What follows belongs to an exercise in optimizing a design on an open flow for a short achievable clock period and few clock cycles per item; a production flow would make more cautious choices.
At most, simulation tests tie the RTL to the original design; equivalence was not proved.
Only the layout flow was run in runs 1 to 4; the RTL was not checked for function there.
Power and IR drop assume default switching activity.

--- flow/design.v ---
package mipsPkg;
	localparam int dataWidth    = 32;
	localparam int regAddrWidth = 5;
	localparam logic [5:0] opSpecial = 6'h00;
	localparam logic [5:0] opAddiu   = 6'h09;
	localparam logic [5:0] opAndi    = 6'h0c;
	localparam logic [5:0] opOri     = 6'h0d;
	localparam logic [5:0] opLui     = 6'h0f;
	localparam logic [5:0] opLw      = 6'h23;
	localparam logic [5:0] opSb      = 6'h28;
	localparam logic [5:0] opSh      = 6'h29;
	localparam logic [5:0] opSw      = 6'h2b;
	localparam logic [5:0] fnSll  = 6'h00;
	localparam logic [5:0] fnSrl  = 6'h02;
	localparam logic [5:0] fnAddu = 6'h21;
	localparam logic [5:0] fnSubu = 6'h23;
	localparam logic [5:0] fnAnd  = 6'h24;
	localparam logic [5:0] fnOr   = 6'h25;
	localparam logic [5:0] fnXor  = 6'h26;
	localparam logic [5:0] fnSlt  = 6'h2a;
	localparam logic [1:0] sizeByte = 2'd1;
	localparam logic [1:0] sizeHalf = 2'd2;
	localparam logic [1:0] sizeWord = 2'd0;
endpackage
`timescale 1ns/10ps
module mipsCore (
	input  logic                          CLK,
	input  logic                          rstN,
	output logic [mipsPkg::dataWidth-1:0] instrAddress,
	input  logic [mipsPkg::dataWidth-1:0] instrData,
	output logic [mipsPkg::dataWidth-1:0] dataAddress,
	output logic                          memRead,
	output logic                          memWrite,
	output logic [mipsPkg::dataWidth-1:0] dataWrite,
	output logic [1:0]                    writeSize,
	input  logic [mipsPkg::dataWidth-1:0] dataRead
);
	logic        stall;      
	logic [31:0] xResult;    
	logic [31:0] rData;      
	logic [4:0]  rDest;      
	logic [4:0]  xWdest;     
	logic [4:0]  aWdest;     
	logic [29:0] pc;
	logic        dValid;
	logic [31:0] ir;
	assign instrAddress = {pc, 2'b00};
	always_ff @(posedge CLK or negedge rstN) begin
		if (!rstN) begin
			pc     <= '0;
			dValid <= 1'b0;
		end else if (!stall) begin
			pc     <= pc + 30'd1;
			dValid <= 1'b1;
		end
	end
	always_ff @(posedge CLK) begin
		if (!stall) ir <= instrData;
	end
	logic [5:0]  dOp;
	logic [5:0]  dFn;
	logic [4:0]  dRs;
	logic [4:0]  dRt;
	logic [4:0]  dRd;
	logic [15:0] dImm16;
	assign dOp    = ir[31:26];
	assign dRs    = ir[25:21];
	assign dRt    = ir[20:16];
	assign dRd    = ir[15:11];
	assign dFn    = ir[5:0];
	assign dImm16 = ir[15:0];
	logic        dUseRs;     
	logic        dUseRt;     
	logic        dZeroA;     
	logic        dUseImm;
	logic [31:0] dImm;
	logic [4:0]  dDest;
	logic        dAdd, dSub, dAnd, dOr, dXor, dSlt, dSll, dSrl;
	logic        dLoad, dStore;
	logic [1:0]  dSize;
	always_comb begin
		dUseRs  = 1'b0;
		dUseRt  = 1'b0;
		dZeroA  = 1'b0;
		dUseImm = 1'b0;
		dImm    = {{16{dImm16[15]}}, dImm16};
		dDest   = 5'd0;
		dAdd    = 1'b0;
		dSub    = 1'b0;
		dAnd    = 1'b0;
		dOr     = 1'b0;
		dXor    = 1'b0;
		dSlt    = 1'b0;
		dSll    = 1'b0;
		dSrl    = 1'b0;
		dLoad   = 1'b0;
		dStore  = 1'b0;
		dSize   = mipsPkg::sizeWord;
		case (dOp)
			mipsPkg::opSpecial: begin
				dUseRs = 1'b1;
				dUseRt = 1'b1;
				dDest  = dRd;
				case (dFn)
					mipsPkg::fnAddu: dAdd = 1'b1;
					mipsPkg::fnSubu: dSub = 1'b1;
					mipsPkg::fnAnd:  dAnd = 1'b1;
					mipsPkg::fnOr:   dOr  = 1'b1;
					mipsPkg::fnXor:  dXor = 1'b1;
					mipsPkg::fnSlt:  dSlt = 1'b1;
					mipsPkg::fnSll:  begin dSll = 1'b1; dUseRs = 1'b0; end
					mipsPkg::fnSrl:  begin dSrl = 1'b1; dUseRs = 1'b0; end
					default: begin dUseRs = 1'b0; dUseRt = 1'b0; dDest = 5'd0; end
				endcase
			end
			mipsPkg::opAddiu: begin
				dUseRs = 1'b1; dUseImm = 1'b1; dDest = dRt; dAdd = 1'b1;
			end
			mipsPkg::opAndi: begin
				dUseRs = 1'b1; dUseImm = 1'b1; dDest = dRt; dAnd = 1'b1;
				dImm   = {16'h0000, dImm16};
			end
			mipsPkg::opOri: begin
				dUseRs = 1'b1; dUseImm = 1'b1; dDest = dRt; dOr = 1'b1;
				dImm   = {16'h0000, dImm16};
			end
			mipsPkg::opLui: begin
				dZeroA = 1'b1; dUseImm = 1'b1; dDest = dRt; dOr = 1'b1;
				dImm   = {dImm16, 16'h0000};
			end
			mipsPkg::opLw: begin
				dUseRs = 1'b1; dDest = dRt; dLoad = 1'b1;
			end
			mipsPkg::opSw: begin
				dUseRs = 1'b1; dStore = 1'b1; dSize = mipsPkg::sizeWord;
			end
			mipsPkg::opSh: begin
				dUseRs = 1'b1; dStore = 1'b1; dSize = mipsPkg::sizeHalf;
			end
			mipsPkg::opSb: begin
				dUseRs = 1'b1; dStore = 1'b1; dSize = mipsPkg::sizeByte;
			end
			default: ;
		endcase
	end
	logic [31:0] regFile [32];
	logic [31:0] dRsVal;
	logic [31:0] dRtVal;
	always_ff @(posedge CLK) begin
		if (rDest != 5'd0) regFile[rDest] <= rData;
	end
	always_comb begin
		if (dRs == rDest && rDest != 5'd0) dRsVal = rData;
		else if (dRs == 5'd0)              dRsVal = '0;
		else                               dRsVal = regFile[dRs];
		if (dRt == rDest && rDest != 5'd0) dRtVal = rData;
		else if (dRt == 5'd0)              dRtVal = '0;
		else                               dRtVal = regFile[dRt];
	end
	logic [4:0]  aRs;         
	logic [4:0]  aRt;         
	logic [4:0]  aSt;         
	logic        aZeroA;
	logic        aUseImm;
	logic [31:0] aImm;
	logic        aAdd, aSub, aAnd, aOr, aXor, aSlt, aSll, aSrl;
	logic        aLoad, aStore;
	logic [1:0]  aSize;
	logic [4:0]  aShamt;
	logic [31:0] aRsVal;
	logic [31:0] aRtVal;
	logic        aFwdS;       
	logic        aFwdT;       
	logic [31:0] aSrcA;
	logic [31:0] aSrcB;
	assign aSrcA = aFwdS ? rData : aRsVal;
	assign aSrcB = aFwdT ? rData : aRtVal;
	always_ff @(posedge CLK or negedge rstN) begin
		if (!rstN) begin
			aWdest <= '0;
			aLoad  <= 1'b0;
			aStore <= 1'b0;
			stall  <= 1'b0;
		end else if (!stall) begin
			aWdest <= dValid ? dDest : 5'd0;
			aLoad  <= dValid & dLoad;
			aStore <= dValid & dStore;
			stall  <= dValid & (dLoad | dStore) & (dRs == aWdest) & (aWdest != 5'd0);
		end else begin
			stall  <= 1'b0;
		end
	end
	always_ff @(posedge CLK) begin
		if (!stall) begin
			aRs     <= dUseRs ? dRs : 5'd0;
			aRt     <= dUseRt ? dRt : 5'd0;
			aSt     <= dStore ? dRt : 5'd0;
			aZeroA  <= dZeroA;
			aUseImm <= dUseImm;
			aImm    <= dImm;
			aAdd    <= dAdd;
			aSub    <= dSub;
			aAnd    <= dAnd;
			aOr     <= dOr;
			aXor    <= dXor;
			aSlt    <= dSlt;
			aSll    <= dSll;
			aSrl    <= dSrl;
			aSize   <= dSize;
			aShamt  <= ir[10:6];
			aRsVal  <= dRsVal;
			aRtVal  <= dRtVal;
			aFwdS   <= (dRs == xWdest) && (xWdest != 5'd0);
			aFwdT   <= (dRt == xWdest) && (xWdest != 5'd0);
		end else begin
			aRsVal  <= aSrcA;
			aRtVal  <= aSrcB;
			aFwdS   <= (aRs == xWdest) && (xWdest != 5'd0);
			aFwdT   <= ((aRt == xWdest) || (aSt == xWdest)) && (xWdest != 5'd0);
		end
	end
	logic [31:0] xOpA;
	logic [31:0] xOpB;
	logic        xFwdA;
	logic        xFwdB;
	logic        xAdd, xSub, xAnd, xOr, xXor, xSlt, xSll, xSrl;
	logic [4:0]  xShamt;
	always_ff @(posedge CLK or negedge rstN) begin
		if (!rstN) begin
			xWdest   <= '0;
			memRead  <= 1'b0;
			memWrite <= 1'b0;
		end else begin
			xWdest   <= stall ? 5'd0 : aWdest;
			memRead  <= ~stall & aLoad;
			memWrite <= ~stall & aStore;
		end
	end
	always_ff @(posedge CLK) begin
		xOpA        <= aZeroA ? 32'd0 : aSrcA;
		xOpB        <= aUseImm ? aImm : aSrcB;
		xFwdA       <= (aRs == xWdest) && (xWdest != 5'd0);
		xFwdB       <= (aRt == xWdest) && (xWdest != 5'd0);
		xAdd        <= aAdd;
		xSub        <= aSub;
		xAnd        <= aAnd;
		xOr         <= aOr;
		xXor        <= aXor;
		xSlt        <= aSlt;
		xSll        <= aSll;
		xSrl        <= aSrl;
		xShamt      <= aShamt;
		writeSize   <= aSize;
		dataAddress <= aSrcA + aImm;
		dataWrite   <= ((aSt == xWdest) && (xWdest != 5'd0)) ? xResult : aSrcB;
	end
	logic [31:0] srcA;
	logic [31:0] srcB;
	logic [31:0] sum;
	logic        neg;
	logic        lessThan;
	logic [31:0] alu;
	assign srcA     = xFwdA ? rData : xOpA;
	assign srcB     = xFwdB ? rData : xOpB;
	assign neg      = xSub | xSlt;
	assign sum      = srcA + (neg ? ~srcB : srcB) + {31'd0, neg};
	assign lessThan = (srcA[31] ^ srcB[31]) ? srcA[31] : sum[31];
	assign alu = ({32{xAdd | xSub}} & sum)
	           | ({32{xAnd}} & (srcA & srcB))
	           | ({32{xOr}}  & (srcA | srcB))
	           | ({32{xXor}} & (srcA ^ srcB))
	           | ({32{xSlt}} & {31'd0, lessThan})
	           | ({32{xSll}} & (srcB << xShamt))
	           | ({32{xSrl}} & (srcB >> xShamt));
	assign xResult = memRead ? dataRead : alu;
	always_ff @(posedge CLK or negedge rstN) begin
		if (!rstN) rDest <= '0;
		else       rDest <= xWdest;
	end
	always_ff @(posedge CLK) begin
		rData <= xResult;
	end
endmodule
--- flow/run.sh ---
#!/bin/bash
# synth_recipe.tcl (not shown) runs the flow's synth.tcl, then flattens the netlist and writes it again
# the make line also repeats each setting of config.mk as NAME=value (left out here)
make -C /OpenROAD-flow-scripts/flow DESIGN_CONFIG=/design/flow/config.mk WORK_HOME=/design/flow/orfs CLKGATE_MAP_FILE= SYNTH_SCRIPT=/design/flow/synth_recipe.tcl finish
--- flow/constraint.sdc ---
create_clock -name core_clock -period 4.4 [get_ports {CLK}]
set_input_delay 0.8800 -clock core_clock [delete_from_list [all_inputs] [get_ports {CLK}]]
set_output_delay 0.8800 -clock core_clock [all_outputs]
set_load 0.01 [all_outputs]
--- flow/config.mk ---
export PLATFORM = sky130hd
export DESIGN_NAME = mipsCore
export DESIGN_NICKNAME = mipsCore
export VERILOG_FILES = /design/flow/design.v
export SDC_FILE = /design/flow/constraint.sdc
export NUM_CORES = 4
export LEC_CHECK = 0
export CAP_MARGIN = 20
export CORE_MARGIN = 2
export CORE_UTILIZATION = 40
export PLACE_DENSITY = 0.6
export SLEW_MARGIN = 20
==> impl_metrics.json, run 1 <==
{
  "peakVddDrop_v": 0.000404,
  "synth.most_common_cell": "edfxtp_1",
  "viasPerCell": 6.14,
  "clk_pin_slew_ns": 0.06,
  "drt-initial-drc-count": 5478,
  "cts-htree-levels": 4,
  "worst_hold_slack_ns": 0.178,
  "drv_cap": 0,
  "total_power_mw": 34.3,
  "die_x_microns": 428,
  "worstSkewPairLatency_ns": 0.82,
  "drc": 0,
  "core_area_sq_mm": 0.179,
  "wire_per_inst_microns": 32.1,
  "cp_cell_sequence": "buf_4 -> mux2_2 -> xnor2_1 -> ha_1 -> nand2_1 -> nor2_1 -> a21oi_1 -> o211ai_1 -> o211ai_2 -> a211o_1 -> a211o_1 -> and3_1 -> o21ai_2 -> buf_4 -> a31oi_1",
  "synth.top_cells.by_area": "edfxtp_1 47%, mux4_2 22%, dfxtp_1 7.0%",
  "hold_violations": 0,
  "cts_setup_buffers": 0,
  "min_period_ns": 4.17,
  "antenna_found_initial": 10,
  "r2r_cells": 15,
  "num_rows": 155,
  "power.density_mw_per_mm2": 414,
  "numPortBuffers": 163,
  "grt_pass1_wl_microns": 338000,
  "tightest_slew_ns": 1.05,
  "grt_max_degree": 94,
  "rsz0062_at_grt": "no",
  "async_reset_ff_share_pct": 3.58,
  "final_cell_area_sq_mm": 0.0829,
  "syn_area_sq_mm": 0.0719,
  "critPathMaxStageDelay_ns": 0.45,
  "die-area_sq_mm": 0.183,
  "synth_xor_area_share_pct": 1.91,
  "startpoint": "xFwdB",
  "start_util_pct": 40.3,
  "gp_congestion": 0.964,
  "synth_compound_area_share_pct": 6.68,
  "layout.cells.non_filler": 7386,
  "synth-edff-count": 1120,
  "ys_seq_area_share_pct": 55.6,
  "cp.arrival_ns": 4.86,
  "ios": 166,
  "fmax_mhz": 240,
  "netlist_instances": 4685,
  "worst_r2r_startpoint": "xFwdB",
  "power.leakage_nw": 28.6,
  "syn_avg_cell_area_sq_um": 15.4,
  "cts.sinks": 1424,
  "synth_fa_ha_area_share_pct": 2.26,
  "crit_path_end_kind": "flip-flop",
  "critPathRequiredTime_ns": 5.09,
  "cts_tree": "built",
  "synth_ff_type": "edfxtp_1",
  "dr.pass1.iters": 6,
  "synthTopCellsByCount": "1,120 x edfxtp_1, 698 x mux4_2, 265 x nor2_1, 258 x clkbuf_1, 253 x dfxtp_1",
  "fin_setup_tns_ns": 0,
  "clock_skew_ns": 0.0330,
  "synth_top_family_by_area": "multiplexers",
  "area_growth_pct": 15.3,
  "start_kind": "flip-flop",
  "r2r_slack_ns": 0.23,
  "dp_hpwl_microns": 160000,
  "yosys.area_share.simple_pct": 4.89,
  "cp-endpoint": "dataWrite[0]",
  "yosysWarnings": 1,
  "fp.dieH_microns": 428,
  "numCtsBuffers": 154,
  "finalCritPeriodShare_pct": 94.9,
  "vias": 45375,
  "antenna_left": 0,
  "timing.rr.end": "dataWrite[0]",
  "crit_slowest_cell": "dfxtp_4",
  "grt_overflow": 0,
  "global_route.usage.total_pct": 25.6,
  "ctsHoldBuffers": 0,
  "clockRootBuffer": "clkbuf_16",
  "crit_type": "reg2reg",
  "final_nets": 5093,
  "ys_ff_latch": 1424,
  "synth_top_area_share_pct": 46.7,
  "crit_fanout": 10,
  "clockBufferDepth": 3,
  "grt_pass1_vias": 45496,
  "status": "no timing/DRC/antenna violations",
  "yosys.area.top_type": "edfxtp_1",
  "post-place-cells": 7098,
  "dpl_cell_area_sq_mm": 0.0778,
  "cts_resized": 0,
  "finalMaxSlewViolations": 0,
  "routed_wirelength_microns": 237000,
  "setup_viol": 0,
  "muxShareOfSynthArea_pct": 25.8,
  "hp-class": "in2async",
  "drive_above_1_share_pct": 26.3,
  "slew_headroom_pct": 29.2,
  "yosysUniqueCellTypes": 92
}
cell families after synthesis:
family                     after synthesis
muxes                                  961
adders and majority gates              129
AOI/OAI and AO/OA                      724
other                                    1
buffers and inverters                  534
DFF                                   1424
xor gates and xnor gates               154
and+or+nand+nor                        758
metrics by stage:
stage	worst slack (ns)	util, %
after floorplan	0.0280	-
after global placement	0.0543	43.6
after detailed placement	0.0987	43.6
after CTS	0.0667	46.4
after global routing	0.0129	46.4
final	0.227	46.4
placed cells by master, fill, tap and decap left out, drive strengths merged, types with 28 or more instances in the layout:
cell,Yosys,routed
a21o,46,46
mux4,701,701
clkdlybuf4s50,0,162
nand2b,35,35
a211oi,51,51
o21a,28,28
clkbuf,258,203
clkinv,0,56
nor2,265,265
xor2,42,42
a22oi,45,45
xnor2,110,110
edfxtp,1120,1120
nor2b,58,58
nor3,40,40
o21ai,126,126
nand2,200,200
nand3,53,53
a21oi,207,207
inv,172,180
dfxtp,253,253
ha,126,126
a221oi,46,46
mux2,90,90
buf,104,225
conb,1,34
dfrtp,51,51
mux2i,170,170
worst min-delay path by stage:
stage / start / to / slack (ns) / cells past startpoint
after floorplan: aSize[0] / writeSize[0] / 0.32 / 0
after CTS: rstN / pc[2] / 0.17 / 2
after global placement: aShamt[3] / xShamt[3] / 0.32 / 0
after detailed placement: aShamt[1] / xShamt[1] / 0.33 / 0
after global routing: rstN / pc[4] / 0.23 / 2
final: rstN / pc[2] / 0.18 / 2
power breakdown:
part	total (mW)	switching, mW	internal, mW
clock	13.1	5.54	7.58
sequential	15.5	0.500	15.0
combinational	5.68	3.21	2.47
worst max-delay path: cells and delay by family (launching register included):
| family | cells | cell delay [ns] |
|---|---|---|
| mux | 1 | 0.40 |
| fa+ha+maj | 1 | 0.36 |
| flops | 1 | 0.45 |
| buf+inv | 2 | 0.39 |
| compound gates | 7 | 1.89 |
| xor+xnor | 1 | 0.14 |
| simple gates | 3 | 0.40 |
routing by layer:
metal	track usage, %	vias up	share of wire [%]	wire length (microns)
met1	33.5	23863	39	93200
met2	41.9	1931	49	115000
met4	12.5	4	5.4	12700
met5	0	-	0.020	48
li1	-	19127	-	-
met3	3.72	450	6.7	15800
registers in the layout, indices dropped and copies added, names as in the netlist, 2 cells and up, named ones only:
register / cells
rDest: 5
ir: 32
aSize: 2
rData: 32
pc: 30
writeSize: 2
aSt: 5
aShamt: 5
aRt: 5
dataWrite: 32
aImm: 32
dataAddress: 32
xOpB: 32
aWdest: 5
xOpA: 32
aRs: 5
regFile: 1024
xWdest: 5
aRtVal: 32
xShamt: 5
aRsVal: 32
cell type report:
class / instances / area (sq um)
multi-input cells: 2760 / 30300
repair buffers: 387 / 3940
fillers: 15327 / 95700
inverters: 172 / 648
clock inverters: 79 / 881
well taps: 2355 / 2950
flip-flops and latches: 1424 / 40000
diodes: 6 / 15.0
clock buffers: 203 / 4190
==> inputs of run 2 (changes only) <==
--- a/flow/config.mk
+++ b/flow/config.mk
@@ -7,2 +7,3 @@
 export LEC_CHECK = 0
+export ABC_CLOCK_PERIOD_IN_PS = 2000
 export CAP_MARGIN = 20
@@ -11,2 +12,3 @@
 export PLACE_DENSITY = 0.6
+export SETUP_SLACK_MARGIN = 2.4
 export SLEW_MARGIN = 20
==> run 2 against run 1 <==
  * Cell area grew 11%
  * Global-route usage grew 2.5 points
  * Highest routed layer unchanged
  * Critical path type unchanged
  * Hold slack gained 0.16 ns
  * Core utilization grew 5.1 points
  * Worst setup slack gained 0.35 ns
  * First-iteration DRC count grew 16%
  * Clock power is essentially flat
  * Clock skew grew 0.0090 ns
  * Sequential share of layout area shrank 4.6 points
==> impl_metrics.json, run 2 <==
{
  "yosysWarnings": 1,
  "start_util_pct": 40.3,
  "die-area_sq_mm": 0.183,
  "numCtsBuffers": 152,
  "antenna_found_initial": 5,
  "fin_ws_ns": 0.576,
  "clk_pin_slew_ns": 0.06,
  "synth_top_area_share_pct": 46.7,
  "ys_seq_area_share_pct": 55.6,
  "dp_slack_ns": 0.291,
  "post-place-cells": 7101,
  "area_growth_pct": 28.0,
  "num_rows": 155,
  "grt_pass1_vias": 48374,
  "final_nets": 5508,
  "drt-initial-drc-count": 6328,
  "largest_reg_flops": 1024,
  "ios": 166,
  "cts.sinks": 1424,
  "numPortBuffers": 163,
  "synth_compound_area_share_pct": 6.68,
  "fmax_mhz": 261,
  "wire_per_inst_microns": 33.8,
  "grt_pass1_wl_microns": 367000,
  "dr.pass1.iters": 6,
  "yosys.area.top_type": "edfxtp_1",
  "worstSkewPairLatency_ns": 0.82,
  "cp.arrival_ns": 4.51,
  "power.density_mw_per_mm2": 389,
  "cts-htree-levels": 4,
  "clock_skew_ns": 0.0421,
  "status": "no timing/DRC/antenna violations",
  "netlist_instances": 4685,
  "power.leakage_nw": 32.7,
  "synth_fa_ha_area_share_pct": 2.26,
  "core_area_sq_mm": 0.179,
  "worst_hold_slack_ns": 0.337,
  "rsz0062_at_grt": "yes",
  "die_x_microns": 428,
  "fp.dieH_microns": 428,
  "hold_violations": 0,
  "setup_viol": 0,
  "synth.top_cells.by_area": "edfxtp_1 47%, mux4_2 22%, dfxtp_1 7.0%",
  "fin_setup_tns_ns": 0,
  "layout_common_cells": "1,120 x edfxtp_1, 698 x mux4_2, 317 x buf_4",
  "synth_xor_area_share_pct": 1.91,
  "tightest_slew_ns": 1.04,
  "yosys.area_share.simple_pct": 4.89,
  "syn_avg_cell_area_sq_um": 15.4,
  "synth-edff-count": 1120,
  "peakVddDrop_v": 0.000390,
  "drv_cap": 0,
  "min_period_ns": 3.82,
  "clockRootBuffer": "clkbuf_16",
  "cts_tree": "built",
  "synth.most_common_cell": "edfxtp_1",
  "yosysUniqueCellTypes": 92,
  "final_common_cell": "edfxtp_1",
  "layout.cells.non_filler": 7792,
  "global_route.usage.total_pct": 28.1,
  "finalMaxSlewViolations": 0,
  "viasPerCell": 6.28,
  "regMostFlops": "regFile",
  "vias": 48971,
  "start_kind": "flip-flop",
  "synthTopCellsByCount": "1,120 x edfxtp_1, 698 x mux4_2, 265 x nor2_1, 258 x clkbuf_1, 253 x dfxtp_1",
  "clockBufferDepth": 3,
  "synth_ff_type": "edfxtp_1",
  "finalCritPeriodShare_pct": 86.9,
  "muxShareOfSynthArea_pct": 25.8,
  "antenna_left": 0,
  "crit_type": "reg2reg",
  "async_reset_ff_share_pct": 3.58,
  "dp_hpwl_microns": 159000,
  "synth_top_family_by_area": "multiplexers",
  "grt_overflow": 0,
  "grt_max_degree": 75,
  "drive_above_1_share_pct": 42.0,
  "crit_path_end_kind": "flip-flop",
  "drc": 0,
  "routed_wirelength_microns": 263000,
  "crit_fanout": 4,
  "slew_headroom_pct": 30.7,
  "hp-class": "reg2reg",
  "ys_ff_latch": 1424,
  "critPathRequiredTime_ns": 5.09,
  "gp_congestion": 0.988,
  "syn_area_sq_mm": 0.0719
}
-- run 2: timing repair --
| item | CTS | global route |
|---|---|---|
| endpoints found under the setup margin | 1303 | 758 |
| endpoints found under the hold margin | 7 | 0 |
| hold buffers | 1 | 0 |
| gates cloned | 59 | 11 |
| resized for setup | 1050 | 322 |
| pin swaps | 116 | 156 |
| setup buffers | 229 | 114 |
-- run 2: per-stage QoR --
step	cell area [sq um]	total power, mW	utilization (%)
CTS	89400	35.3	50.1
floorplan	73800	19.3	-
finish	92100	35.9	51.6
detailed placement	78400	21.5	43.9
global route	92100	36.9	51.6
global placement	78400	21.5	43.9
-- run 2: path summary, 6_finish.rpt --
| check | start | to | slack [ns] | depth (start not counted) |
|---|---|---|---|---|
| worst max-delay path | xFwdB | dataWrite[22] | 0.58 | 19 |
| worst min-delay path | aSlt | xSlt | 0.34 | 0 |
| worst max register to register | xFwdB | dataWrite[22] | 0.58 | 19 |
| worst min register to register | aSlt | xSlt | 0.34 | 0 |
| max in group asynchronous | rstN | stall | 3.04 | 3 |
| min in group asynchronous | rstN | rDest[1] | 0.47 | 2 |
-- run 2: per-layer routing --
layer / vias up / global-route usage [%] / routed length, microns
met1: 25585 / 36.1 / 98400
met2: 2698 / 45.8 / 126000
met3: 646 / 4.47 / 21800
met4: 4 / 14.9 / 17300
met5: - / 0 / 28
li1: 20038 / - / -
-- run 2: where the power goes --
group	internal, mW	leakage (nW)	total, mW	switching (mW)
combinational	3.53	16.9	7.44	3.91
clock	7.36	2.37	12.8	5.45
sequential	15.1	13.4	15.6	0.556
-- run 2: cell type report --
type                    instances  area [sq um]
fillers                     14508         86500
flip-flops and latches       1424         40200
multi-input cells            2763         33500
repair buffers                801          9980
clock buffers                 205          4170
well taps                    2355          2950
clock inverters                67           699
inverters                     172           651
diodes                          5          12.5
-- run 2: logic make-up (layout without fill, tap and decap cells) --
kind of cell | after synthesis | count (layout)
other cells | 1 | 39
simple gates | 758 | 760
mux | 961 | 961
flops | 1424 | 1424
xor+xnor | 154 | 154
compound gates | 724 | 725
fa+ha+maj | 129 | 129
buf+inv | 534 | 1245
-- run 2: critical path, stage by stage, from the launching register on --
cell and delay (ns):
dfxtp_4 0.37, buf_12 0.13, buf_6 0.11, buf_6 0.11
mux2i_4 0.19, xnor2_2 0.15, inv_1 0.11, fa_2 0.25
nor2b_4 0.06, o31ai_4 0.24, o2bb2ai_4 0.18, and4b_1 0.24
o32a_4 0.38, buf_6 0.15, o2111ai_4 0.30, nand3_4 0.18
buf_6 0.17, a22oi_2 0.13, o21ai_2 0.09, o21a_1 0.17
==> inputs of run 3 (changes only) <==
--- a/flow/design.v
+++ b/flow/design.v
@@ -223,4 +223,2 @@
 	logic [31:0] xOpB;
-	logic        xFwdA;
-	logic        xFwdB;
 	logic        xAdd, xSub, xAnd, xOr, xXor, xSlt, xSll, xSrl;
@@ -238,7 +236,9 @@
 	end
-	always_ff @(posedge CLK) begin
-		xOpA        <= aZeroA ? 32'd0 : aSrcA;
-		xOpB        <= aUseImm ? aImm : aSrcB;
-		xFwdA       <= (aRs == xWdest) && (xWdest != 5'd0);
-		xFwdB       <= (aRt == xWdest) && (xWdest != 5'd0);
+	logic fwdA;
+	logic fwdB;
+	assign fwdA = (aRs == xWdest) && (xWdest != 5'd0);
+	assign fwdB = (aRt == xWdest) && (xWdest != 5'd0);
+	always_ff @(posedge CLK) begin
+		xOpA        <= fwdA ? xResult : (aZeroA ? 32'd0 : aSrcA);
+		xOpB        <= fwdB ? xResult : (aUseImm ? aImm : aSrcB);
 		xAdd        <= aAdd;
@@ -262,4 +262,4 @@
 	logic [31:0] alu;
-	assign srcA     = xFwdA ? rData : xOpA;
-	assign srcB     = xFwdB ? rData : xOpB;
+	assign srcA     = xOpA;
+	assign srcB     = xOpB;
 	assign neg      = xSub | xSlt;
==> run 3 against run 2 <==
  * Sequential power about the same
  * Largest power group unchanged
  * Clock power about the same
  * Critical endpoint is now dataWrite[23]
  * Still clean on timing, DRC and antenna
  * Clock skew about the same
  * Power up 0.16%
  * Core utilization up 0.87 points
  * Area after synthesis down 2.1%
  * Synthesized cell count down 4.9%
  * Hold slack worse by 0.12 ns
  * Register-to-register slack better by 0.32 ns
==> impl_metrics.json, run 3 <==
{
  "tightest_slew_ns": 0.998,
  "gp_congestion": 0.977,
  "grt_overflow": 0,
  "worstSkewPairLatency_ns": 0.83,
  "hp-class": "in2async",
  "ys_seq_area_share_pct": 56.7,
  "async_reset_ff_share_pct": 3.59,
  "drive_above_1_share_pct": 46.4,
  "finalCritPeriodShare_pct": 79.7,
  "viasPerCell": 6.26,
  "crit_buf_inv": 6,
  "grt_pass1_wl_microns": 355000,
  "rsz0062_at_grt": "yes",
  "startpoint": "xSub",
  "ctsHoldBuffers": 0,
  "routed-wl-met2_microns": 123000,
  "synth_ff_type": "edfxtp_1",
  "routed-wl-met3_microns": 20800,
  "cts_tree": "built",
  "synth_top_area_share_pct": 47.8,
  "drt-met1-wl_microns": 96300,
  "dr.pass1.iters": 5,
  "yosys.area.top_type": "edfxtp_1",
  "power.leakage_nw": 32.8,
  "start_kind": "flip-flop",
  "r2r_slack_ns": 0.89,
  "critPathMaxStageDelay_ns": 0.42,
  "total_power_mw": 35.9,
  "numCtsBuffers": 155,
  "yosysWarnings": 1,
  "vias": 47472,
  "peakVddDrop_v": 0.000423,
  "crit_slowest_cell": "a2111o_1",
  "num_rows": 154,
  "synth.top_cells.by_area": "edfxtp_1 48%, mux4_2 22%, dfxtp_1 7.1%",
  "worst_path_most_repeated_cell": "buf_12",
  "grt_max_degree": 69,
  "area_growth_pct": 30.7,
  "core_area_sq_mm": 0.176,
  "status": "no timing/DRC/antenna violations",
  "timing.rr.end": "dataWrite[23]",
  "regMostFlops": "regFile",
  "path_delay_family": "compound AO/OA/AOI/OAI gates",
  "slew_headroom_pct": 33.5,
  "dp_hpwl_microns": 150000,
  "routed_wirelength_microns": 257000,
  "cp_cell_sequence": "nor2_4 -> buf_12 -> buf_4 -> buf_12 -> buf_12 -> xnor2_4 -> ha_4 -> o21a_4 -> o2111ai_2 -> o21bai_4 -> buf_12 -> a21o_4 -> a2111o_1 -> nand2_1 -> xor2_1 -> o21ai_2 -> buf_6 -> mux2i_1",
  "power.density_mw_per_mm2": 390,
  "yosysUniqueCellTypes": 83,
  "cp-endpoint": "dataWrite[23]",
  "drt-initial-drc-count": 6322,
  "die-area_sq_mm": 0.179,
  "largest_reg_flops": 1024,
  "crit_type": "reg2reg",
  "setup_viol": 0,
  "nFillCells": 13836,
  "ys_ff_latch": 1422,
  "final_common_cell": "edfxtp_1",
  "drv_cap": 0,
  "syn_avg_cell_area_sq_um": 15.8,
  "numPortBuffers": 163,
  "top_layer": "met4",
  "start_util_pct": 40.1,
  "global_route.usage.total_pct": 27.8,
  "critPathRequiredTime_ns": 5.11,
  "layout_common_cells": "1,120 x edfxtp_1, 695 x mux4_2, 363 x buf_4",
  "cts.sinks": 1422,
  "clockRootBuffer": "clkbuf_16",
  "antenna_found_initial": 2,
  "hold_violations": 0,
  "cp.arrival_ns": 4.22,
  "fin_util_pct": 52.4,
  "wire_per_inst_microns": 33.9,
  "ios": 166,
  "clockBufferDepth": 3,
  "r2r_cells": 18,
  "clk_pin_slew_ns": 0.06,
  "die_x_microns": 424,
  "min_period_ns": 3.51,
  "grt_pass1_vias": 47053,
  "drc": 0,
  "synth.most_common_cell": "edfxtp_1",
  "netlist_instances": 4454,
  "worst_r2r_startpoint": "xSub",
  "crit_fanout": 6,
  "synthTopCellsByCount": "1,120 x edfxtp_1, 695 x mux4_2, 251 x dfxtp_1, 232 x clkbuf_1, 191 x a21oi_1",
  "antenna_left": 0,
  "synth-edff-count": 1120,
  "syn_area_sq_mm": 0.0704,
  "fmax_mhz": 285,
  "cts-htree-levels": 4,
  "crit_path_end_kind": "flip-flop",
  "fp.dieH_microns": 424,
  "fin_setup_tns_ns": 0,
  "finalMaxSlewViolations": 0,
  "final_nets": 5315,
  "path_depth": 18,
  "clock_skew_ns": 0.0416
}
run 3: cell count changes after synthesis, sizes merged, moves of 15 or more:
cell    before  now
a221oi      46   70
o211ai      27   43
nor2b       58   35
nor2       265  181
mux2i      170  123
a211oi      51   21
or3          5   33
o21ai      126  144
inv        172  156
clkbuf     258  232
a22oi       45   15
nand2b      35   20
run 3: layer usage:
metal	vias up	GRT usage, %
li1	19373	-
met1	24900	36.1
met2	2611	45.4
met3	588	4.48
met4	0	13.9
met5	-	0
run 3: final cells by class:
| class | count | area [sq um] | share of cell area [%] |
|---|---|---|---|
| flip-flops and latches | 1422 | 40100 | 43.6 |
| multi-input cells | 2563 | 33300 | 36.2 |
| repair buffers | 810 | 9900 | 10.8 |
| clock buffers | 189 | 4150 | 4.51 |
| well taps | 2340 | 2930 | 3.18 |
| clock inverters | 91 | 921 | 1.00 |
| inverters | 159 | 631 | 0.685 |
| repair inverters | 3 | 40.0 | 0.0435 |
| diodes | 2 | 5.00 | 0.00544 |
run 3: how the worst min path moves through the flow:
stage	from	end	slack (ns)	depth (start not counted)
3_5_place_dp	aShamt[3]	xShamt[3]	0.33	0
4_1_cts	rstN	pc[10]	0.21	1
3_3_place_gp	aShamt[4]	xShamt[4]	0.32	0
6_report	rstN	pc[7]	0.22	1
2_1_floorplan	aShamt[0]	xShamt[0]	0.32	0
5_1_grt	rstN	pc[7]	0.27	1
run 3: repair_timing:
action,CTS,global route
setup buffers,270,114
pin swaps,184,130
gates resized for setup,1218,228
endpoints found under the hold margin,0,0
endpoints found under the setup margin,1344,580
gates cloned,60,17
run 3: report_power, final:
group          internal (mW)  total, mW  switching (mW)
combinational           3.58       7.17            3.59
sequential              15.0       15.6           0.656
clock                   7.53       13.1            5.61
total                   26.1       35.9            9.85
run 3: cells by family (layout without fill, tap and decap cells):
| group | after synthesis | after routing | synth area share, % |
|---|---|---|---|
| other cells | 1 | 36 | 0.00532 |
| compound gates | 698 | 699 | 6.52 |
| flops | 1422 | 1422 | 56.7 |
| simple gates | 641 | 642 | 4.29 |
| fa+ha+maj | 135 | 135 | 2.42 |
| xor+xnor | 144 | 144 | 1.79 |
| mux | 909 | 909 | 25.4 |
| buf+inv | 504 | 1252 | 2.84 |
run 3: per-stage QoR:
stage          instances  instance area (sq um)  hold WS (ns)  setup WS (ns)
3_3_place_gp        6836                  77100         0.324          0.562
5_1_grt             7578                  92000         0.265          0.806
2_1_floorplan       4487                  73000         0.323           1.17
6_report            7579                  92000         0.217          0.894
3_5_place_dp        6836                  77100         0.327          0.590
4_1_cts             7446                  89500         0.207          0.998
run 3: worst register-to-register path, stage by stage (launching register included):
cell and delay, ns:
dfxtp_4 0.37, nor2_4 0.05, buf_12 0.14, buf_4 0.14
buf_12 0.15, buf_12 0.13, xnor2_4 0.12, ha_4 0.33
o21a_4 0.17, o2111ai_2 0.11, o21bai_4 0.20, buf_12 0.14
a21o_4 0.24, a2111o_1 0.42, nand2_1 0.11, xor2_1 0.18
o21ai_2 0.08, buf_6 0.16, mux2i_1 0.16
==> inputs of run 4 (changes only) <==
--- a/flow/design.v
+++ b/flow/design.v
@@ -222,4 +222,6 @@
 	logic [31:0] xOpA;
-	logic [31:0] xOpB;
-	logic        xAdd, xSub, xAnd, xOr, xXor, xSlt, xSll, xSrl;
+	logic [31:0] xOpB;       
+	logic        xNeg;       
+	logic        xAddSub, xAnd, xOr, xXor, xSlt, xSll, xSrl;
+	logic        xLoad;      
 	logic [4:0]  xShamt;
@@ -236,11 +238,19 @@
 	end
-	logic fwdA;
-	logic fwdB;
-	assign fwdA = (aRs == xWdest) && (xWdest != 5'd0);
-	assign fwdB = (aRt == xWdest) && (xWdest != 5'd0);
-	always_ff @(posedge CLK) begin
-		xOpA        <= fwdA ? xResult : (aZeroA ? 32'd0 : aSrcA);
-		xOpB        <= fwdB ? xResult : (aUseImm ? aImm : aSrcB);
-		xAdd        <= aAdd;
-		xSub        <= aSub;
+	logic        fwdA;
+	logic        fwdB;
+	logic        fwdSt;
+	logic        aNeg;
+	logic [31:0] aValA;
+	logic [31:0] aValB;
+	assign fwdA  = (aRs == xWdest) && (xWdest != 5'd0);
+	assign fwdB  = (aRt == xWdest) && (xWdest != 5'd0);
+	assign fwdSt = (aSt == xWdest) && (xWdest != 5'd0);
+	assign aNeg  = aSub | aSlt;
+	assign aValA = aZeroA ? 32'd0 : aSrcA;
+	assign aValB = aUseImm ? aImm : aSrcB;
+	always_ff @(posedge CLK) begin
+		xOpA        <= fwdA ? xResult : aValA;
+		xOpB        <= (fwdB ? xResult : aValB) ^ {32{aNeg}};
+		xNeg        <= aNeg;
+		xAddSub     <= aAdd | aSub;
 		xAnd        <= aAnd;
@@ -251,26 +261,46 @@
 		xSrl        <= aSrl;
+		xLoad       <= ~stall & aLoad;
 		xShamt      <= aShamt;
 		writeSize   <= aSize;
-		dataAddress <= aSrcA + aImm;
-		dataWrite   <= ((aSt == xWdest) && (xWdest != 5'd0)) ? xResult : aSrcB;
-	end
-	logic [31:0] srcA;
-	logic [31:0] srcB;
+		dataAddress <= aFwdS ? (rData + aImm) : (aRsVal + aImm);
+		dataWrite   <= fwdSt ? xResult : aSrcB;
+	end
+	logic [31:0] g;
+	logic [31:0] p;
+	logic [31:0] h;
+	logic [31:0] carry;      
 	logic [31:0] sum;
-	logic        neg;
 	logic        lessThan;
-	logic [31:0] alu;
-	assign srcA     = xOpA;
-	assign srcB     = xOpB;
-	assign neg      = xSub | xSlt;
-	assign sum      = srcA + (neg ? ~srcB : srcB) + {31'd0, neg};
-	assign lessThan = (srcA[31] ^ srcB[31]) ? srcA[31] : sum[31];
-	assign alu = ({32{xAdd | xSub}} & sum)
-	           | ({32{xAnd}} & (srcA & srcB))
-	           | ({32{xOr}}  & (srcA | srcB))
-	           | ({32{xXor}} & (srcA ^ srcB))
-	           | ({32{xSlt}} & {31'd0, lessThan})
-	           | ({32{xSll}} & (srcB << xShamt))
-	           | ({32{xSrl}} & (srcB >> xShamt));
-	assign xResult = memRead ? dataRead : alu;
+	logic [31:0] pg [6];
+	logic [31:0] pp [6];
+	assign g = xOpA & xOpB;
+	assign p = xOpA | xOpB;
+	assign h = xOpA ^ xOpB;
+	always_comb begin
+		pg[0]    = g;
+		pp[0]    = p;
+		pg[0][0] = g[0] | (p[0] & xNeg);
+		for (int l = 0; l < 5; l++) begin
+			for (int i = 0; i < 32; i++) begin
+				if (i >= (1 << l)) begin
+					pg[l+1][i] = pg[l][i] | (pp[l][i] & pg[l][i - (1 << l)]);
+					pp[l+1][i] = pp[l][i] & pp[l][i - (1 << l)];
+				end else begin
+					pg[l+1][i] = pg[l][i];
+					pp[l+1][i] = pp[l][i];
+				end
+			end
+		end
+	end
+	assign carry    = {pg[5][30:0], xNeg};
+	assign sum      = h ^ carry;
+	assign lessThan = h[31] ? ~carry[31] : xOpA[31];
+	assign xResult = ({32{xAddSub}} & sum)
+	               | ({32{xAnd}}    & g)
+	               | ({32{xOr}}     & p)
+	               | ({32{xXor}}    & h)
+	               | ({32{xSlt}}    & {31'd0, lessThan})
+	               | ({32{xSll}}    & (xOpB << xShamt))
+	               | ({32{xSrl}}    & (xOpB >> xShamt))
+	               | ({32{xLoad}}   & dataRead);
 	always_ff @(posedge CLK or negedge rstN) begin
==> run 4 against run 3 <==
  * Still clean on timing, DRC and antenna
  * Cell area is 0.76% higher
  * Combinational power grew 7.3%
  * Register-to-register slack gained 0.28 ns
  * Worst setup slack improved by 0.28 ns
  * Sequential share of layout area shrank 0.25 points
  * Fmax increased by 8.6%
  * Clock skew fell by 0.019 ns
==> impl_metrics.json, run 4 <==
{
  "status": "no timing/DRC/antenna violations",
  "crit_buf_inv": 2,
  "final-seq-area_sq_mm": 0.0402,
  "syn_area_sq_mm": 0.0707,
  "antenna_left": 0,
  "numCtsBuffers": 152,
  "grt_pass1_wl_microns": 368000,
  "p_sw_share_pct": 27.9,
  "synth_ff_type": "edfxtp_1",
  "start_util_pct": 40.2,
  "ctsHoldBuffers": 0,
  "grt_max_degree": 144,
  "final_common_cell": "edfxtp_1",
  "ys_seq_area_share_pct": 56.5,
  "crit_path_end_kind": "flip-flop",
  "final_nets": 5418,
  "cp_cell_sequence": "inv_4 -> fa_2 -> fa_2 -> nor2_4 -> o221ai_4 -> a21oi_4 -> o31ai_4 -> a211oi_4 -> mux2i_2 -> a2111oi_4 -> buf_6 -> a21oi_4 -> xnor2_1",
  "finalCritPeriodShare_pct": 73.4,
  "start_kind": "flip-flop",
  "cts_tree": "built",
  "clk_pin_slew_ns": 0.06,
  "die_x_microns": 424,
  "fp.dieH_microns": 424,
  "crit_slowest_cell": "a2111oi_4",
  "global_route.usage.total_pct": 28.9,
  "drc": 0,
  "power.density_mw_per_mm2": 388,
  "gp_congestion": 0.988,
  "cts-htree-levels": 4,
  "clockRootBuffer": "clkbuf_16",
  "critPathRequiredTime_ns": 5.07,
  "routed_wirelength_microns": 267000,
  "grt_pass1_vias": 48155,
  "regMostFlops": "regFile",
  "largest_reg_flops": 1024,
  "clock_skew_ns": 0.0230,
  "multi_input_area_sq_mm": 0.0330,
  "synth.top_cells.by_area": "edfxtp_1 48%, mux4_2 22%, dfxtp_1 7.1%",
  "wire_per_inst_microns": 34.7,
  "viasPerCell": 6.30,
  "antenna_found_initial": 3,
  "dr.pass1.iters": 7,
  "fin_util_pct": 52.7,
  "drt-initial-drc-count": 6101,
  "fin_setup_tns_ns": 0,
  "synth_fa_ha_area_share_pct": 1.80,
  "die-area_sq_mm": 0.180,
  "timing.rr.end": "xOpB[20]",
  "synth_compound_area_share_pct": 6.57,
  "synth.most_common_cell": "edfxtp_1",
  "hp-class": "in2async",
  "cp.arrival_ns": 3.90,
  "drv_cap": 0,
  "async_reset_ff_share_pct": 3.58,
  "netlist_instances": 4520,
  "p_int_mw": 25.9,
  "slew_headroom_pct": 22.0,
  "yosysUniqueCellTypes": 87,
  "yosys.area.top_type": "edfxtp_1",
  "setup_viol": 0,
  "numPortBuffers": 163,
  "switching_power_mw": 10.0,
  "rsz0062_at_grt": "yes",
  "synth_top_area_share_pct": 47.6,
  "p_seq_share_pct": 43.5,
  "drive_above_1_share_pct": 46.2,
  "synth_xor_area_share_pct": 1.69,
  "dpl_cell_area_sq_mm": 0.0774,
  "layout_common_cells": "1,120 x edfxtp_1, 703 x mux4_2, 370 x buf_4",
  "cts.sinks": 1423,
  "dp_hpwl_microns": 155000,
  "power.leakage_nw": 33.1,
  "combPwrFrac_pct": 21.4,
  "core_area_sq_mm": 0.176,
  "clockBufferDepth": 3,
  "synthTopCellsByCount": "1,120 x edfxtp_1, 703 x mux4_2, 277 x nor2_1, 252 x dfxtp_1, 231 x a21oi_1",
  "worstSkewPairLatency_ns": 0.81,
  "critPathMaxStageDelay_ns": 0.43,
  "yosysWarnings": 3,
  "finalMaxSlewViolations": 0,
  "syn_avg_cell_area_sq_um": 15.6,
  "r2r_slack_ns": 1.17,
  "crit_fanout": 3,
  "worst_hold_slack_ns": 0.200,
  "ios": 166,
  "ys_ff_latch": 1423,
  "p_clk_share_pct": 35.1,
  "crit_type": "reg2reg",
  "tightest_slew_ns": 1.17,
  "path_delay_family": "compound AO/OA/AOI/OAI gates",
  "r2r_cells": 13,
  "vias": 48649,
  "nFillCells": 13980,
  "synth-edff-count": 1120,
  "synth_top_family_by_area": "multiplexers",
  "area_growth_pct": 31.2,
  "num_rows": 154,
  "fmax_mhz": 310,
  "worst_r2r_startpoint": "xOpB[0]",
  "muxShareOfSynthArea_pct": 25.5,
  "peakVddDrop_v": 0.000256,
  "hold_violations": 0,
  "grt_overflow": 0,
  "final_cell_area_sq_mm": 0.0927,
  "yosys.area_share.simple_pct": 4.94,
  "min_period_ns": 3.23
}
## run 4: cell types whose count changed in the layout (fill, tap and decap cells not counted), moves of 22 or more
| cell | delta |
|---|---|
| a21oi_2 | +33 |
| a22oi_1 | +24 |
| buf_12 | +30 |
| ha_1 | -23 |
| ha_4 | -23 |
| nand2_1 | -35 |
| nor2_1 | +90 |
| o21ai_2 | -27 |
| or3_1 | -22 |
## run 4: routing by layer
metal	global-route usage, %	part of all wire [%]	vias up
met3	4.71	8.2	650
li1	-	-	19746
met2	47.2	48	2711
met4	15.4	6.5	2
met1	37.1	37	25540
met5	0	0.0037	-
## run 4: area by class of cell
cell class / instances / area share (%)
antenna: 2 / 0.00540
multi-input combinational: 2618 / 35.5
clock buffer: 201 / 4.44
sequential: 1423 / 43.4
clock inverter: 75 / 0.722
timing repair buffer: 880 / 12.0
tap: 2340 / 3.16
inverter: 178 / 0.737
## run 4: worst reg2reg max path: cells and delay by family, from the launching register on
| family | cells | cell delay, ns |
|---|---|---|
| buffers and inverters | 2 | 0.24 |
| AOI/OAI and AO/OA | 6 | 1.29 |
| DFF | 1 | 0.37 |
| muxes | 1 | 0.13 |
| adders and majority gates | 2 | 0.79 |
| xor gates and xnor gates | 1 | 0.14 |
| and+or+nand+nor | 1 | 0.13 |
## run 4: how the worst max path moves through the flow
stage | start | to | slack [ns] | cells after the start
2_1_floorplan | xOpB[0] | xOpB[20] | 1.41 | 13
3_3_place_gp | xOpB[0] | dataWrite[30] | 0.69 | 12
3_5_place_dp | xOpB[0] | xOpA[30] | 0.65 | 12
4_1_cts | xOpB[0] | xOpB[20] | 1.20 | 13
5_1_grt | xOpB[0] | xOpB[20] | 1.15 | 13
6_report | xOpB[0] | xOpB[20] | 1.17 | 13
## run 4: power groups by stage
stage	Sequential (mW)	Clock, mW	Combinational (mW)
global route	15.7	13.3	8.04
finish	15.7	12.6	7.69
global placement	15.9	0	5.70
floorplan	15.7	0	3.63
CTS	15.6	12.8	7.11
detailed placement	15.9	0	5.69
## run 4: through the flow
stage | setup WS (ns) | total power, mW | instances
final | 1.17 | 36.0 | 7717
after global routing | 1.15 | 37.0 | 7716
after floorplan | 1.41 | 19.3 | 4553
after global placement | 0.688 | 21.6 | 6925
after CTS | 1.20 | 35.5 | 7584
after detailed placement | 0.646 | 21.6 | 6925
## run 4: cell families (layout without fill, tap and decap cells)
family	Yosys count	count (layout)
adder cells (fa/ha/maj)	100	100
AND/OR/NAND/NOR	738	738
other	1	36
AO/OA/AOI/OAI	697	697
buffers and inverters	512	1334
multiplexers	913	913
XOR/XNOR	136	136
flip-flops	1423	1423
## run 4: what timing repair did
item | in CTS | in global routing
pin swaps | 186 | 154
hold endpoints to repair | 0 | 0
setup endpoints to repair | 1351 | 835
resized for setup | 1248 | 244
cloned | 68 | 17
buffers inserted | 315 | 114
==> inputs of run 5 (changes only) <==
--- a/flow/design.v
+++ b/flow/design.v
@@ -38,3 +38,2 @@
 	logic        stall;      
-	logic [31:0] xResult;    
 	logic [31:0] rData;      
@@ -146,14 +145,48 @@
 	logic [31:0] regFile [32];
+	logic [31:0] rsSel;
+	logic [31:0] rtSel;
+	logic        rsByR;
+	logic        rtByR;
+	logic        rsByW;
+	logic        rtByW;
+	logic [4:0]  nextRs;
+	logic [4:0]  nextRt;
+	logic        nextRsByR;
+	logic        nextRtByR;
+	logic        nextRsByW;
+	logic        nextRtByW;
+	logic [31:0] wData;          
+	logic [31:0] wDestSel;       
 	logic [31:0] dRsVal;
 	logic [31:0] dRtVal;
+	assign nextRs    = stall ? dRs : instrData[25:21];
+	assign nextRt    = stall ? dRt : instrData[20:16];
+	assign nextRsByR = (nextRs == xWdest) && (xWdest != 5'd0);
+	assign nextRtByR = (nextRt == xWdest) && (xWdest != 5'd0);
+	assign nextRsByW = (nextRs == rDest) && (rDest != 5'd0) && !nextRsByR;
+	assign nextRtByW = (nextRt == rDest) && (rDest != 5'd0) && !nextRtByR;
 	always_ff @(posedge CLK) begin
-		if (rDest != 5'd0) regFile[rDest] <= rData;
+		rsByR <= nextRsByR;
+		rtByR <= nextRtByR;
+		rsByW <= nextRsByW;
+		rtByW <= nextRtByW;
+		for (int i = 0; i < 32; i++) begin
+			rsSel[i]    <= (nextRs == 5'(i)) && (i != 0) && !nextRsByR && !nextRsByW;
+			rtSel[i]    <= (nextRt == 5'(i)) && (i != 0) && !nextRtByR && !nextRtByW;
+			wDestSel[i] <= (rDest == 5'(i)) && (i != 0);
+		end
+		wData <= rData;
+	end
+	always_ff @(posedge CLK) begin
+		for (int i = 1; i < 32; i++) begin
+			if (wDestSel[i]) regFile[i] <= wData;
+		end
 	end
 	always_comb begin
-		if (dRs == rDest && rDest != 5'd0) dRsVal = rData;
-		else if (dRs == 5'd0)              dRsVal = '0;
-		else                               dRsVal = regFile[dRs];
-		if (dRt == rDest && rDest != 5'd0) dRtVal = rData;
-		else if (dRt == 5'd0)              dRtVal = '0;
-		else                               dRtVal = regFile[dRt];
+		dRsVal = ({32{rsByR}} & rData) | ({32{rsByW}} & wData);
+		dRtVal = ({32{rtByR}} & rData) | ({32{rtByW}} & wData);
+		for (int i = 1; i < 32; i++) begin
+			dRsVal = dRsVal | ({32{rsSel[i]}} & regFile[i]);
+			dRtVal = dRtVal | ({32{rtSel[i]}} & regFile[i]);
+		end
 	end
@@ -187,3 +220,4 @@
 			aStore <= dValid & dStore;
-			stall  <= dValid & (dLoad | dStore) & (dRs == aWdest) & (aWdest != 5'd0);
+			stall  <= dValid & (aWdest != 5'd0)
+			        & ((dLoad | dStore) & (dRs == aWdest) | dStore & (dRt == aWdest));
 		end else begin
@@ -221,8 +255,17 @@
 	end
-	logic [31:0] xOpA;
-	logic [31:0] xOpB;       
-	logic        xNeg;       
-	logic        xAddSub, xAnd, xOr, xXor, xSlt, xSll, xSrl;
-	logic        xLoad;      
+	logic        xAdd, xSub, xAnd, xOr, xXor, xSlt, xSll, xSrl;
+	logic        xLoad;       
+	logic        xLogic;      
 	logic [4:0]  xShamt;
+	logic [31:0] xOwnA;       
+	logic [31:0] xOwnB;
+	logic        saAdd, saSub, saEarly, saSll, saSrl, saSlt, saOwn;
+	logic        sbAdd, sbSub, sbEarly, sbSll, sbSrl, sbSlt, sbOwn;
+	logic [31:0] rSumAdd;
+	logic [31:0] rSumSub;
+	logic [31:0] rEarly;
+	logic [31:0] rSll;
+	logic [31:0] rSrl;
+	logic        rLess;
+	logic        rAdd, rSub, rEarlySel, rSllSel, rSrlSel, rSlt;
 	always_ff @(posedge CLK or negedge rstN) begin
@@ -238,19 +281,25 @@
 	end
-	logic        fwdA;
-	logic        fwdB;
-	logic        fwdSt;
-	logic        aNeg;
-	logic [31:0] aValA;
-	logic [31:0] aValB;
-	assign fwdA  = (aRs == xWdest) && (xWdest != 5'd0);
-	assign fwdB  = (aRt == xWdest) && (xWdest != 5'd0);
-	assign fwdSt = (aSt == xWdest) && (xWdest != 5'd0);
-	assign aNeg  = aSub | aSlt;
-	assign aValA = aZeroA ? 32'd0 : aSrcA;
-	assign aValB = aUseImm ? aImm : aSrcB;
+	logic fwdA;
+	logic fwdB;
+	assign fwdA = (aRs == xWdest) && (xWdest != 5'd0);
+	assign fwdB = (aRt == xWdest) && (xWdest != 5'd0);
 	always_ff @(posedge CLK) begin
-		xOpA        <= fwdA ? xResult : aValA;
-		xOpB        <= (fwdB ? xResult : aValB) ^ {32{aNeg}};
-		xNeg        <= aNeg;
-		xAddSub     <= aAdd | aSub;
+		xOwnA       <= aZeroA ? 32'd0 : aSrcA;
+		xOwnB       <= aUseImm ? aImm : aSrcB;
+		saAdd       <= fwdA & xAdd;
+		saSub       <= fwdA & xSub;
+		saEarly     <= fwdA & xLogic;
+		saSll       <= fwdA & xSll;
+		saSrl       <= fwdA & xSrl;
+		saSlt       <= fwdA & xSlt;
+		saOwn       <= ~fwdA;
+		sbAdd       <= fwdB & xAdd;
+		sbSub       <= fwdB & xSub;
+		sbEarly     <= fwdB & xLogic;
+		sbSll       <= fwdB & xSll;
+		sbSrl       <= fwdB & xSrl;
+		sbSlt       <= fwdB & xSlt;
+		sbOwn       <= ~fwdB;
+		xAdd        <= aAdd;
+		xSub        <= aSub;
 		xAnd        <= aAnd;
@@ -262,2 +311,3 @@
 		xLoad       <= ~stall & aLoad;
+		xLogic      <= aAnd | aOr | aXor | (~stall & aLoad);
 		xShamt      <= aShamt;
@@ -265,4 +315,20 @@
 		dataAddress <= aFwdS ? (rData + aImm) : (aRsVal + aImm);
-		dataWrite   <= fwdSt ? xResult : aSrcB;
+		dataWrite   <= aSrcB;
 	end
+	logic [31:0] srcA;
+	logic [31:0] srcB;
+	assign srcA = ({32{saAdd}}   & rSumAdd)
+	            | ({32{saSub}}   & rSumSub)
+	            | ({32{saEarly}} & rEarly)
+	            | ({32{saSll}}   & rSll)
+	            | ({32{saSrl}}   & rSrl)
+	            | {31'd0, saSlt & rLess}
+	            | ({32{saOwn}}   & xOwnA);
+	assign srcB = ({32{sbAdd}}   & rSumAdd)
+	            | ({32{sbSub}}   & rSumSub)
+	            | ({32{sbEarly}} & rEarly)
+	            | ({32{sbSll}}   & rSll)
+	            | ({32{sbSrl}}   & rSrl)
+	            | {31'd0, sbSlt & rLess}
+	            | ({32{sbOwn}}   & xOwnB);
 	logic [31:0] g;
@@ -270,14 +336,26 @@
 	logic [31:0] h;
-	logic [31:0] carry;      
-	logic [31:0] sum;
+	logic [31:0] gs;         
+	logic [31:0] ps;
+	logic [31:0] hs;
+	logic [31:0] cAdd;       
+	logic [31:0] cSub;
+	logic [31:0] sumAdd;
+	logic [31:0] sumSub;
 	logic        lessThan;
-	logic [31:0] pg [6];
-	logic [31:0] pp [6];
-	assign g = xOpA & xOpB;
-	assign p = xOpA | xOpB;
-	assign h = xOpA ^ xOpB;
+	logic [31:0] ag [6];
+	logic [31:0] ap [6];
+	logic [31:0] sg [6];
+	logic [31:0] sp [6];
+	assign g  = srcA & srcB;
+	assign p  = srcA | srcB;
+	assign h  = srcA ^ srcB;
+	assign gs = srcA & ~srcB;
+	assign ps = srcA | ~srcB;
+	assign hs = ~h;
 	always_comb begin
-		pg[0]    = g;
-		pp[0]    = p;
-		pg[0][0] = g[0] | (p[0] & xNeg);
+		ag[0]    = g;
+		ap[0]    = p;
+		sg[0]    = gs;
+		sp[0]    = ps;
+		sg[0][0] = ps[0];     
 		for (int l = 0; l < 5; l++) begin
@@ -285,7 +363,11 @@
 				if (i >= (1 << l)) begin
-					pg[l+1][i] = pg[l][i] | (pp[l][i] & pg[l][i - (1 << l)]);
-					pp[l+1][i] = pp[l][i] & pp[l][i - (1 << l)];
+					ag[l+1][i] = ag[l][i] | (ap[l][i] & ag[l][i - (1 << l)]);
+					ap[l+1][i] = ap[l][i] & ap[l][i - (1 << l)];
+					sg[l+1][i] = sg[l][i] | (sp[l][i] & sg[l][i - (1 << l)]);
+					sp[l+1][i] = sp[l][i] & sp[l][i - (1 << l)];
 				end else begin
-					pg[l+1][i] = pg[l][i];
-					pp[l+1][i] = pp[l][i];
+					ag[l+1][i] = ag[l][i];
+					ap[l+1][i] = ap[l][i];
+					sg[l+1][i] = sg[l][i];
+					sp[l+1][i] = sp[l][i];
 				end
@@ -294,13 +376,24 @@
 	end
-	assign carry    = {pg[5][30:0], xNeg};
-	assign sum      = h ^ carry;
-	assign lessThan = h[31] ? ~carry[31] : xOpA[31];
-	assign xResult = ({32{xAddSub}} & sum)
-	               | ({32{xAnd}}    & g)
-	               | ({32{xOr}}     & p)
-	               | ({32{xXor}}    & h)
-	               | ({32{xSlt}}    & {31'd0, lessThan})
-	               | ({32{xSll}}    & (xOpB << xShamt))
-	               | ({32{xSrl}}    & (xOpB >> xShamt))
-	               | ({32{xLoad}}   & dataRead);
+	assign cAdd     = {ag[5][30:0], 1'b0};
+	assign cSub     = {sg[5][30:0], 1'b1};
+	assign sumAdd   = h ^ cAdd;
+	assign sumSub   = hs ^ cSub;
+	assign lessThan = h[31] ? srcA[31] : sumSub[31];
+	always_ff @(posedge CLK) begin
+		rSumAdd   <= sumAdd;
+		rSumSub   <= sumSub;
+		rEarly    <= ({32{xAnd}}  & g)
+		           | ({32{xOr}}   & p)
+		           | ({32{xXor}}  & h)
+		           | ({32{xLoad}} & dataRead);
+		rSll      <= srcB << xShamt;
+		rSrl      <= srcB >> xShamt;
+		rLess     <= lessThan;
+		rAdd      <= xAdd;
+		rSub      <= xSub;
+		rEarlySel <= xLogic;
+		rSllSel   <= xSll;
+		rSrlSel   <= xSrl;
+		rSlt      <= xSlt;
+	end
 	always_ff @(posedge CLK or negedge rstN) begin
@@ -309,5 +402,8 @@
 	end
-	always_ff @(posedge CLK) begin
-		rData <= xResult;
-	end
+	assign rData = ({32{rAdd}}      & rSumAdd)
+	             | ({32{rSub}}      & rSumSub)
+	             | ({32{rEarlySel}} & rEarly)
+	             | ({32{rSllSel}}   & rSll)
+	             | ({32{rSrlSel}}   & rSrl)
+	             | {31'd0, rSlt & rLess};
 endmodule
==> flow/flow/run.sh (new file) <==
#!/bin/bash
# Standard layout, with two synthesis changes: no full/half-adder cells
# (ABC maps the adders as plain gates) and ABC's delay-driven mapper.
set -euo pipefail
{ head -n 1 synth_recipe.tcl; cat flow/abc_override.tcl; tail -n +2 synth_recipe.tcl; } > my_synth.tcl
bash standard.sh ADDER_MAP_FILE= SYNTH_SCRIPT="$PWD/my_synth.tcl" finish > standard_flow.log 2>&1
==> flow/flow/abc_override.tcl (new file) <==
# map with ABC's delay-driven mapper instead of the default script
proc abc {args} {
  set i [lsearch -exact $args -script]
  if {$i >= 0} {
    lset args [expr {$i + 1}] "+strash;dch;map,-D,1000;topo;buffer,-c;upsize,-c,-D,1000;dnsize,-c,-D,1000"
  }
  yosys abc {*}$args
}
==> flow/standard.sh (new file) <==
#!/bin/bash
# synth_recipe.tcl (not shown) runs the flow's synth.tcl, then flattens the netlist and writes it again
# the make line also repeats each setting of config.mk as NAME=value (left out here)
make -C /OpenROAD-flow-scripts/flow DESIGN_CONFIG=/design/flow/config.mk WORK_HOME=/design/flow/orfs CLKGATE_MAP_FILE= SYNTH_SCRIPT=/design/flow/synth_recipe.tcl "${@:-finish}"
--- a/flow/config.mk
+++ b/flow/config.mk
@@ -10,4 +10,4 @@
 export CORE_MARGIN = 2
-export CORE_UTILIZATION = 40
-export PLACE_DENSITY = 0.6
+export CORE_UTILIZATION = 30
+export PLACE_DENSITY = 0.5
 export SETUP_SLACK_MARGIN = 2.4
removed: flow/run.sh
==> run 5 against run 4 <==
  * Non-clock buffer count grew 229
  * Clock power grew about 30%
  * Still clean on timing, DRC and antenna
  * Fmax up 16%
  * Register-to-register slack better by 0.45 ns
  * Sequential share of layout area is 1.1 points lower
  * Largest cell class unchanged
==> impl_metrics.json, run 5 <==
{
  "numCtsBuffers": 186,
  "dp_hpwl_microns": 308000,
  "switching_power_mw": 14.1,
  "grt_pass1_wl_microns": 610000,
  "regMostFlops": "regFile",
  "fin_ws_ns": 1.62,
  "clock_skew_ns": 0.0881,
  "crit_fanout": 8,
  "clk_pin_slew_ns": 0.06,
  "drt-initial-drc-count": 13616,
  "synth_ff_type": "edfxtp_1",
  "hp-class": "reg2reg",
  "p_sw_share_pct": 32.1,
  "finalCritPeriodShare_pct": 63.1,
  "final_nets": 8514,
  "drc": 0,
  "post-place-cells": 10977,
  "area_growth_pct": 38.7,
  "crit_buf_inv": 3,
  "viasPerCell": 6.42,
  "slew_headroom_pct": 19.6,
  "p_int_mw": 29.8,
  "synth.top_cells.by_area": "edfxtp_1 43%, dfxtp_1 14%, a22oi_1 10%",
  "numPortBuffers": 163,
  "global_route.usage.total_pct": 34.6,
  "start_kind": "flip-flop",
  "ys_seq_area_share_pct": 58.0,
  "fin_setup_tns_ns": 0,
  "tightest_slew_ns": 1.20,
  "clockRootBuffer": "clkbuf_16",
  "drv_cap": 0,
  "power.density_mw_per_mm2": 414,
  "crit_path_end_kind": "flip-flop",
  "worst_path_most_repeated_cell": "nand2_1",
  "syn_area_sq_mm": 0.0765,
  "peakVddDrop_v": 0.000480,
  "worst_hold_slack_ns": 0.343,
  "async_reset_ff_share_pct": 3.07,
  "cts-htree-levels": 4,
  "grt_overflow": 0,
  "worst_r2r_startpoint": "saEarly",
  "num_rows": 185,
  "worstSkewPairLatency_ns": 0.91,
  "clockBufferDepth": 3,
  "core_area_sq_mm": 0.254,
  "cp.arrival_ns": 3.50,
  "critPathRequiredTime_ns": 5.12,
  "ios": 166,
  "yosysUniqueCellTypes": 84,
  "dp_slack_ns": -0.0305,
  "power.leakage_nw": 39.1,
  "layout.cells.non_filler": 12021,
  "p_seq_share_pct": 42.1,
  "min_period_ns": 2.78,
  "cp_cell_sequence": "buf_12 -> buf_6 -> a22oi_2 -> nand2_2 -> nor3_4 -> nand2_4 -> nand3_4 -> buf_4 -> a21oi_1 -> nor2_2 -> nand3_1 -> nand2_1 -> nand2_1",
  "critPathMaxStageDelay_ns": 0.40,
  "cp-endpoint": "rSumAdd[21]",
  "finalMaxSlewViolations": 0,
  "yosys.area.top_type": "edfxtp_1",
  "path_delay_family": "simple AND/OR/NAND/NOR gates",
  "die-area_sq_mm": 0.259,
  "synthTopCellsByCount": "1,613 x nand2_1, 1,088 x edfxtp_1, 1,018 x a22oi_1, 520 x dfxtp_1, 508 x nor2_1",
  "vias": 77231,
  "status": "no timing/DRC/antenna violations",
  "setup_viol": 0,
  "combPwrFrac_pct": 20.6,
  "synth_top_area_share_pct": 42.7,
  "largest_reg_flops": 992,
  "antenna_found_initial": 35,
  "timing.rr.end": "rSumAdd[21]",
  "gp_congestion": 1.01,
  "dpl_cell_area_sq_mm": 0.0834,
  "die_x_microns": 509,
  "routed_wirelength_microns": 487000,
  "startpoint": "saEarly",
  "cts.sinks": 1659,
  "final_common_cell": "nand2_1",
  "hp-start": "aShamt[0]",
  "crit_slowest_cell": "nor3_4",
  "syn_avg_cell_area_sq_um": 10.1,
  "p_clk_share_pct": 37.3,
  "ys_ff_latch": 1659,
  "yosysWarnings": 6,
  "path_depth": 13,
  "hold_violations": 0,
  "final_cell_area_sq_mm": 0.106,
  "synth.most_common_cell": "nand2_1",
  "r2r_slack_ns": 1.62,
  "start_util_pct": 30.1,
  "layout_common_cells": "1,221 x nand2_1, 1,088 x edfxtp_1, 967 x a22oi_1",
  "dr.pass1.iters": 9,
  "crit_type": "reg2reg",
  "cts_tree": "built",
  "synth-edff-count": 1088,
  "rsz0062_at_grt": "yes",
  "fp.dieH_microns": 509,
  "drive_above_1_share_pct": 35.9,
  "fmax_mhz": 360,
  "grt_pass1_vias": 68783,
  "grt_max_degree": 66,
  "antenna_left": 0,
  "r2r_cells": 13,
  "wire_per_inst_microns": 40.5,
  "netlist_instances": 7542
}
## run 5: changes by cell type in the layout (fill, tap and decap cells not counted), moves of 86 or more
| cell | change |
|---|---|
| a22oi_1 | +931 |
| buf_4 | +258 |
| dfxtp_1 | +186 |
| inv_1 | +111 |
| mux4_2 | -703 |
| nand2_1 | +1093 |
| nand2_2 | +224 |
| nand2_4 | +130 |
| nand3_1 | +86 |
| nand3_2 | +93 |
| nand4_1 | +305 |
| nor2_1 | +109 |
| nor2_4 | +94 |
| o21ai_2 | +116 |
## run 5: what timing repair did
| item | 4_1_cts | 5_1_grt |
|---|---|---|
| gates cloned | 9 | 24 |
| resized for setup | 646 | 2428 |
| buffers inserted | 156 | 459 |
| pin swaps | 124 | 496 |
| hold endpoints to repair | 21 | 0 |
| hold buffers | 1 | 0 |
| endpoints found under the setup margin | 728 | 653 |
## run 5: layout make-up
cell class | count | area [sq um]
timing repair buffer | 1109 | 11400
clock buffer | 258 | 5180
multi-input combinational | 5173 | 37900
antenna | 42 | 105
inverter | 316 | 1310
tap | 3366 | 4210
clock inverter | 95 | 1120
timing repair inverter | 3 | 31.3
sequential | 1659 | 44800
fill | 24105 | 148000
## run 5: per-layer routing
layer	up-vias	part of all wire [%]	GRT usage, %
met5	-	0.073	0
met4	22	11	27.9
met3	2117	13	11.5
met2	6819	42	51.4
met1	38150	34	40.7
li1	30123	-	-
## run 5: worst min-delay path by stage
stage / slack (ns) / to / cells past startpoint
2_1_floorplan: 0.32 / writeSize[0] / 0
3_3_place_gp: 0.33 / xShamt[1] / 0
3_5_place_dp: 0.33 / xShamt[0] / 0
4_1_cts: 0.34 / xShamt[0] / 0
5_1_grt: 0.35 / writeSize[1] / 0
6_report: 0.34 / xShamt[0] / 0
## run 5: per-stage QoR
stage	utilization (%)	power, mW
floorplan	-	21.0
global placement	32.9	24.5
detailed placement	32.9	24.4
CTS	36.8	41.0
global route	41.8	44.7
finish	41.8	43.9
## run 5: power groups by stage
stage | clock [mW] | combinational (mW) | sequential [mW]
2_1_floorplan | 0 | 3.03 | 18.0
3_3_place_gp | 0 | 5.84 | 18.7
3_5_place_dp | 0 | 5.79 | 18.6
4_1_cts | 16.3 | 6.37 | 18.3
5_1_grt | 17.0 | 9.33 | 18.4
6_report | 16.4 | 9.05 | 18.4
## run 5: cells by family after synthesis
logic type	synth area share [%]
AO/OA/AOI/OAI	18.9
XOR/XNOR	0.996
buffers and inverters	3.90
flip-flops	58.0
multiplexers	0.262
other	0.00490
AND/OR/NAND/NOR	17.9
## run 5: worst reg2reg max path: cells and delay by family (launching register included)
family | cells | cell delay, ns
flip-flops | 1 | 0.38
buffers and inverters | 3 | 0.44
AND/OR/NAND/NOR | 8 | 1.44
AO/OA/AOI/OAI | 2 | 0.33
Testbench counts of run 5, summed over its fixed seeds: cycles 40,252, instrs 39,840.

Setup slack of run 5, layout unchanged: 1.623 ns with ideal ports, 1.623 ns with driving cells assumed (clock clkbuf_16, inputs buf_2), 1.247 ns with port delays also shifted by the 0.965 ns mid clock arrival.
